Context: an optimization exercise on an open-source flow, tuned for small area. The choices shown serve that exercise and are no tape-out recipe. The RTL was checked by simulation tests, not by an equivalence proof against the original design. Power figures rest on the tool's default switching activity, not on a simulated workload.

File: design/flow/config.mk
export PLATFORM = sky130hd
export DESIGN_NAME = clock_divider_multi
export DESIGN_NICKNAME = clock_divider_multi
export VERILOG_FILES = /design/flow/design.v
export SDC_FILE = /design/flow/constraint.sdc
export NUM_CORES = 4
export LEC_CHECK = 0
export CAP_MARGIN = 20
export CORE_MARGIN = 2
export CORE_UTILIZATION = 40
export SLEW_MARGIN = 20
File: design/flow/constraint.sdc
create_clock -name core_clock -period 11.0 [get_ports {clk}]
set_input_delay 2.2000 -clock core_clock [delete_from_list [all_inputs] [get_ports {clk}]]
set_output_delay 2.2000 -clock core_clock [all_outputs]
set_load 0.01 [all_outputs]
File: design/flow/run.sh
#!/bin/bash
# synth_recipe.tcl (not shown) runs the flow's synth.tcl, then flattens the netlist and writes it again
# the make line also repeats each setting of config.mk as NAME=value (left out here)
make -C /OpenROAD-flow-scripts/flow DESIGN_CONFIG=/design/flow/config.mk WORK_HOME=/design/flow/orfs CLKGATE_MAP_FILE= SYNTH_SCRIPT=/design/flow/synth_recipe.tcl finish
File: design/flow/design.v
package clock_divider_pkg;
  localparam int CDM_MIN_DIV           = 2;
  localparam int CDM_DUTY_HALF         = 0;
  localparam int CDM_DEFAULT_NUM_CH    = 4;
  localparam int CDM_DEFAULT_CH_IDX_W  = 2;
  localparam int CDM_DEFAULT_DIV_WIDTH = 24;
  localparam int CDM_DEFAULT_DIV       = 12000000;
endpackage
module clock_divider_ch
#(
  parameter int DIV_WIDTH   = clock_divider_pkg::CDM_DEFAULT_DIV_WIDTH,
  parameter int DEFAULT_DIV = clock_divider_pkg::CDM_DEFAULT_DIV
) (
  input  logic                 clk,
  input  logic                 rst,
  input  logic                 en,
  input  logic                 sync,
  input  logic                 cfg_we,
  input  logic [DIV_WIDTH-1:0] cfg_h,
  input  logic [DIV_WIDTH-1:0] cfg_lm1,
  output logic                 div_out,
  output logic                 tick,
  output logic                 pending
);
  localparam int RST_DEFF = (DEFAULT_DIV < clock_divider_pkg::CDM_MIN_DIV) ?
                            clock_divider_pkg::CDM_MIN_DIV : DEFAULT_DIV;
  localparam logic [DIV_WIDTH-1:0] RST_H   = DIV_WIDTH'(RST_DEFF / 2);
  localparam logic [DIV_WIDTH-1:0] RST_LM1 = DIV_WIDTH'(RST_DEFF - RST_DEFF / 2 - 1);
  localparam logic [DIV_WIDTH-1:0] ONE     = DIV_WIDTH'(1);
  logic [DIV_WIDTH-1:0] r_h_act, r_l_act, r_sh_h, r_sh_l, r_cnt;
  logic                 r_div_out, r_tick, r_pending, r_park, r_first, r_dflt;
  logic [DIV_WIDTH-1:0] w_ld, w_dec, w_cnt_nxt;
  logic [DIV_WIDTH:0]   w_low0;
  logic                 w_hi_zero, w_is0, w_is1, w_is2, w_h1, w_l0, w_at_end, w_apply, w_run;
  logic                 w_sel_h, w_sel_l, w_div_nxt, w_tick_nxt;
  assign w_h1      = ~r_dflt & (r_h_act == ONE);
  assign w_l0      = ~r_dflt & (r_l_act == '0);
  always_comb begin
    w_low0[0] = 1'b1;
    for (int i = 0; i < DIV_WIDTH; i++) begin
      w_dec[i]    = r_cnt[i] ^ w_low0[i];
      w_low0[i+1] = w_low0[i] & ~r_cnt[i];
    end
  end
  assign w_hi_zero = ~|r_cnt[DIV_WIDTH-1:2];
  assign w_is0     = w_hi_zero & ~r_cnt[1] & ~r_cnt[0];
  assign w_is1     = w_hi_zero & ~r_cnt[1] &  r_cnt[0];
  assign w_is2     = w_hi_zero &  r_cnt[1] & ~r_cnt[0];
  assign w_at_end  = r_park | (~r_div_out & w_is0);
  assign w_apply   = r_pending & (w_at_end | sync);
  assign w_run     = en & ~sync;
  assign w_sel_h   = r_first & ~w_h1;
  assign w_sel_l   = r_first ? w_h1 : (r_div_out & w_is2);
  assign w_ld      = r_dflt ? (w_sel_h ? RST_H : RST_LM1) : (w_sel_h ? r_h_act : r_l_act);
  assign w_cnt_nxt = (w_sel_h | w_sel_l) ? w_ld : w_dec;
  always_comb begin
    w_div_nxt  = 1'b0;
    w_tick_nxt = 1'b0;
    if (w_run) begin
      if (w_at_end) begin
        w_div_nxt  = 1'b1;
      end else if (w_sel_l) begin
        w_tick_nxt = w_l0;
      end else begin
        w_div_nxt  = r_div_out;
        w_tick_nxt = ~r_div_out & w_is1;
      end
    end
  end
  always_ff @(posedge clk or posedge rst) begin
    if (rst) begin
      r_div_out <= 1'b0;
      r_tick    <= 1'b0;
      r_pending <= 1'b0;
      r_park    <= 1'b1;
      r_dflt    <= 1'b1;
    end else begin
      r_div_out <= w_div_nxt;
      r_tick    <= w_tick_nxt;
      r_park    <= ~w_run;
      if (w_apply) r_dflt <= 1'b0;
      if (cfg_we) r_pending <= 1'b1;
      else if (w_apply) r_pending <= 1'b0;
    end
  end
  always_ff @(posedge clk) begin
    r_cnt   <= w_cnt_nxt;
    r_first <= w_run & w_at_end;
    if (w_apply) begin
      r_h_act <= r_sh_h;
      r_l_act <= r_sh_l;
    end
    if (!r_pending) begin
      r_sh_h <= cfg_h;
      r_sh_l <= cfg_lm1;
    end
  end
  assign div_out = r_div_out;
  assign tick    = r_tick;
  assign pending = r_pending;
endmodule
module clock_divider_multi
#(
  parameter int NUM_CH      = clock_divider_pkg::CDM_DEFAULT_NUM_CH,
  parameter int CH_IDX_W    = clock_divider_pkg::CDM_DEFAULT_CH_IDX_W,
  parameter int DIV_WIDTH   = clock_divider_pkg::CDM_DEFAULT_DIV_WIDTH,
  parameter int DEFAULT_DIV = clock_divider_pkg::CDM_DEFAULT_DIV
) (
  input  logic                 clk,
  input  logic                 rst,
  input  logic [NUM_CH-1:0]    en,
  input  logic                 cfg_valid,
  output logic                 cfg_ready,
  input  logic [CH_IDX_W-1:0]  cfg_ch,
  input  logic [DIV_WIDTH-1:0] cfg_div,
  input  logic [DIV_WIDTH-1:0] cfg_high,
  input  logic                 sync_req,
  output logic                 sync_busy,
  output logic [NUM_CH-1:0]    div_out,
  output logic [NUM_CH-1:0]    tick,
  output logic [NUM_CH-1:0]    pending
);
  logic [31:0]          w_ch_ext;
  logic [NUM_CH-1:0]    w_sel;
  logic [NUM_CH-1:0]    w_we;
  logic                 w_sync;
  logic [DIV_WIDTH-1:0] w_d_eff, w_x, w_s, w_dm1, w_h, w_lm1;
  logic [DIV_WIDTH:0]   w_c, w_b;
  logic                 w_d_lt2, w_h_zero;
  assign w_d_lt2  = ~|cfg_div[DIV_WIDTH-1:1];
  assign w_d_eff  = w_d_lt2 ? DIV_WIDTH'(2) : cfg_div;
  assign w_h_zero = ~|cfg_high;
  assign w_x      = w_h_zero ? (w_d_eff >> 1) : cfg_high;
  always_comb begin
    w_c[0] = 1'b0;
    w_b[0] = 1'b1;
    for (int i = 0; i < DIV_WIDTH; i++) begin
      w_s[i]     = w_d_eff[i] ^ ~w_x[i] ^ w_c[i];
      w_c[i+1]   = (w_d_eff[i] & ~w_x[i]) | (w_c[i] & (w_d_eff[i] ^ ~w_x[i]));
      w_dm1[i]   = w_d_eff[i] ^ w_b[i];
      w_b[i+1]   = w_b[i] & ~w_d_eff[i];
    end
  end
  assign w_h   = w_c[DIV_WIDTH] ? w_x : w_dm1;
  assign w_lm1 = w_c[DIV_WIDTH] ? w_s : '0;
  assign w_ch_ext = 32'(cfg_ch);
  assign cfg_ready = ~|(w_sel & pending);
  assign sync_busy = sync_req;
  assign w_sync    = sync_req;
  for (genvar g = 0; g < NUM_CH; g++) begin : g_ch
    assign w_sel[g] = (w_ch_ext == 32'(g));
    assign w_we[g]  = cfg_valid & w_sel[g] & ~pending[g];
    clock_divider_ch #(
      .DIV_WIDTH  (DIV_WIDTH),
      .DEFAULT_DIV(DEFAULT_DIV)
    ) u_ch (
      .clk     (clk),
      .rst     (rst),
      .en      (en[g]),
      .sync    (w_sync),
      .cfg_we  (w_we[g]),
      .cfg_h   (w_h),
      .cfg_lm1 (w_lm1),
      .div_out (div_out[g]),
      .tick    (tick[g]),
      .pending (pending[g])
    );
  end
endmodule
==> metrics.csv <==
metric;value;unit
final max-slew violation count;0;
Max Root-Sink Buffers;3;
RSZ-0062 raised after global routing;true;
clk slew on worst S/H paths;0.06;ns
crit-path max FO;9;
hold buffer count at cts;0;
Die Area;53310;um^2
DRT Wirelength;57.14;mm
Crit path arrival time;11.72;ns
post-layout min period;11.40;ns
Synth area leaders;edfxtp_1 56%, dfxtp_1 9.7%, ha_1 6.7%;
gr ovfl total;0;
layout violations;setup timing;
num rows;83;
vias in the first global route;12590;
crit path kind;in2reg;
final instance area;24950;um^2
worst skew pair latency;0.60;ns
H-tree levels;2;
Worst path slowest cell;fa_2;
top-count cell post-synth;edfxtp_1;
CTS tree;done;
fmax;87.69;MHz
fraction of layout cells with a size suffix above 1;0.2337;
placer congestion estimate;0.8983;
Post-synth EDFFs;384;
clk root buf;clkbuf_16;
YS warnings;2;
Slew @ Worst Pin;1.083;ns
Fin. Hold Viols;0;
drt initial violations;1464;
Worst setup EP type;register;
Starting Density;0.4030;
CP top delay family;adder cells;
post-layout net count;1809;
Max-Slew Margin vs Limit;0.2706;
largest stage delay on the critical path;0.40;ns
Critical Path Most Common Cell;fa_2;
Yosys cell types;64;
fin crit share;1.037;
CTS sink cnt;504;
setup ws final;-0.4032;ns
Area growth syn-to-layout;21.18;%
worst vdd ir;0.1231;mV
asr flop ratio synth;0.03968;
sequential share of the synthesized area;0.6820;
Num CTS Buffers;50;
WL per Instance;24.45;um
hold crit path type;reg2reg;
antenna viol nets, final;0;
post-layout util;0.4884;
initial antenna violation count;4;
internal reg-to-reg setup slack;5.85;ns
global-route wire length before repair;83.45;mm
DP HPWL;42.09;mm
Die Span X;230.9;um
IO Count;72;
Placed Area;22530;um^2
largest net degree at the start of global routing;52;
crit start category;input pin;
GRT Util Overall;0.2149;
Avg Inst Size Synth;14.30;um^2
Critical Path RT;11.31;ns
Syn Std Cell Area;20590;um^2
Post-Syn Nets;1632;
flops & latches, synth;504;
IO Port Bufs;71;
Top FF cell, synth;edfxtp_1;
DR pass1 iterations;7;
drt via density;5.427;
Yosys top cell by area;edfxtp_1;
Pleak;9.643;nW
Max Cap Viol;0;
DRC viols;0;
total core area;51090;um^2
Synth top area share;0.5600;
DR vias;12680;
final setup violation count;192;
die height;230.9;um
outcome;failed layout checks;
Synth top cells by count;384 x edfxtp_1, 151 x inv_1, 111 x ha_1;
Syn Inst Count;1440;
crit path buf inv count;7;
Pwr Total;4.838;mW
clock skew;0.01903;ns
PD cells;193.9;nW/um^2
## cell type report
cell class | count | area [um^2]
diodes | 1 | 2.502
clock buffers | 51 | 1276
inverters | 152 | 570.5
clock inverters | 40 | 422.9
well taps | 680 | 850.8
repair buffers | 196 | 1604
fillers | 4438 | 26140
flip-flops and latches | 504 | 14040
multi-input cells | 713 | 6182
## power by group
part           internal [mW]  switching, mW
clock                   1.02          0.744
combinational          0.253          0.289
sequential              2.35          0.185
total                   3.62           1.22
## state kept, by name, indices dropped and copies added, names as in the netlist
register and flops:
g_ch.u_ch.r_div_out 4, g_ch.u_ch.r_sh_l 96, g_ch.u_ch.r_sh_h 96, g_ch.u_ch.r_cnt 96
g_ch.u_ch.r_pending 4, g_ch.u_ch.r_tick 4, g_ch.u_ch.r_h_act 96, g_ch.u_ch.r_dflt 4
g_ch.u_ch.r_park 4, g_ch.u_ch.r_first 4, g_ch.u_ch.r_l_act 96
## per-stage QoR
| step | TNS (ns) | hold slack [ns] | worst slack (ns) | std cells |
|---|---|---|---|---|
| floorplan | -58.78 | 0.4003 | -0.4148 | 1440 |
| global placement | -219.91 | 0.4038 | -1.168 | 2196 |
| detailed placement | -249.57 | 0.4045 | -1.358 | 2196 |
| CTS | -50.41 | 0.4189 | -0.2935 | 2326 |
| global route | -106.16 | 0.4257 | -0.6144 | 2336 |
| finish | -65.59 | 0.4187 | -0.4032 | 2337 |
## metal layers
layer,vias up,wire length (um),track usage
li1,5787,-,-
met1,6233,24540,0.3052
met2,590,26520,0.3440
met3,74,4620,0.03520
met4,0,1462,0.05544
met5,-,0,0
## placed cells by master (no fill, tap or decap), types with 33 or more instances in the layout
cell type | Yosys | layout
nor3_1 | 47 | 46
ha_1 | 111 | 93
nor4_1 | 73 | 64
a21oi_1 | 37 | 36
buf_4 | 17 | 115
nand2_1 | 34 | 33
inv_1 | 151 | 142
clkbuf_16 | 0 | 54
nor2_1 | 50 | 44
edfxtp_1 | 384 | 384
dfxtp_1 | 100 | 100
o22ai_1 | 44 | 44
## cells by family after synthesis
group | share of synthesized area
compound gates | 0.07516
xor+xnor | 0.002127
fa+ha+maj | 0.08980
buf+inv | 0.04411
flops | 0.6820
mux | 0.02157
simple gates | 0.08525
## final timing paths
check                                       start                       to  cells past startpoint
max                                   cfg_high[0]  g_ch[0].u_ch.r_sh_h[17]                     36
min                        g_ch[3].u_ch.r_sh_h[4]  g_ch[3].u_ch.r_h_act[4]                      0
max reg2reg                 g_ch[1].u_ch.r_cnt[1]   g_ch[1].u_ch.r_cnt[23]                     26
min reg2reg                g_ch[3].u_ch.r_sh_h[4]  g_ch[3].u_ch.r_h_act[4]                      0
max in group asynchronous                     rst      g_ch[1].u_ch.r_dflt                      3
min in group asynchronous                     rst   g_ch[2].u_ch.r_pending                      3
## worst reg2reg max path, cell delays in order, from the launching register on
cell and delay, ns:
dfxtp_1 0.41, inv_1 0.07, ha_1 0.18, ha_1 0.18
ha_1 0.19, ha_1 0.18, ha_1 0.18, ha_1 0.18
ha_1 0.18, ha_1 0.18, ha_1 0.18, ha_1 0.18
ha_1 0.20, ha_1 0.19, ha_1 0.18, ha_1 0.18
ha_1 0.20, ha_1 0.19, ha_1 0.19, ha_1 0.19
ha_1 0.18, ha_1 0.19, ha_1 0.18, ha_1 0.20
xnor2_1 0.14, nor2_1 0.06, a221o_1 0.26
## what timing repair did
action                                  in CTS  in global routing
gates cloned                                 0                  5
pin swaps                                   18                 12
setup buffers                               39                  4
endpoints found under the setup margin     192                192
resized for setup                          182                 81

==> static timing again, ports no longer ideal <==
Ports are ideal in the flow. The routed layout listed here was re-timed in OpenROAD.
Step 1 (the two cells are an assumption about what drives the block):
set clk [get_ports {clk}]
set_driving_cell -lib_cell sky130_fd_sc_hd__clkbuf_16 $clk
set_driving_cell -lib_cell sky130_fd_sc_hd__buf_2 [delete_from_list [all_inputs] $clk]
Step 2, shift: input delay + t, output delay - t, t = (earliest + latest rising clock arrival at the registers) / 2. This alone moves slack from input paths to output paths.
a / b / c = ideal / step 1 / step 2; a / b = the first two.
t (ns): 0.649
setup slack, ns: -0.403 / -0.367 / -1.017
pins driven straight from the clock port: 1
For this run, drivers alone change the setup slack by +0.036 ns; drivers and shift together by -0.614 ns.
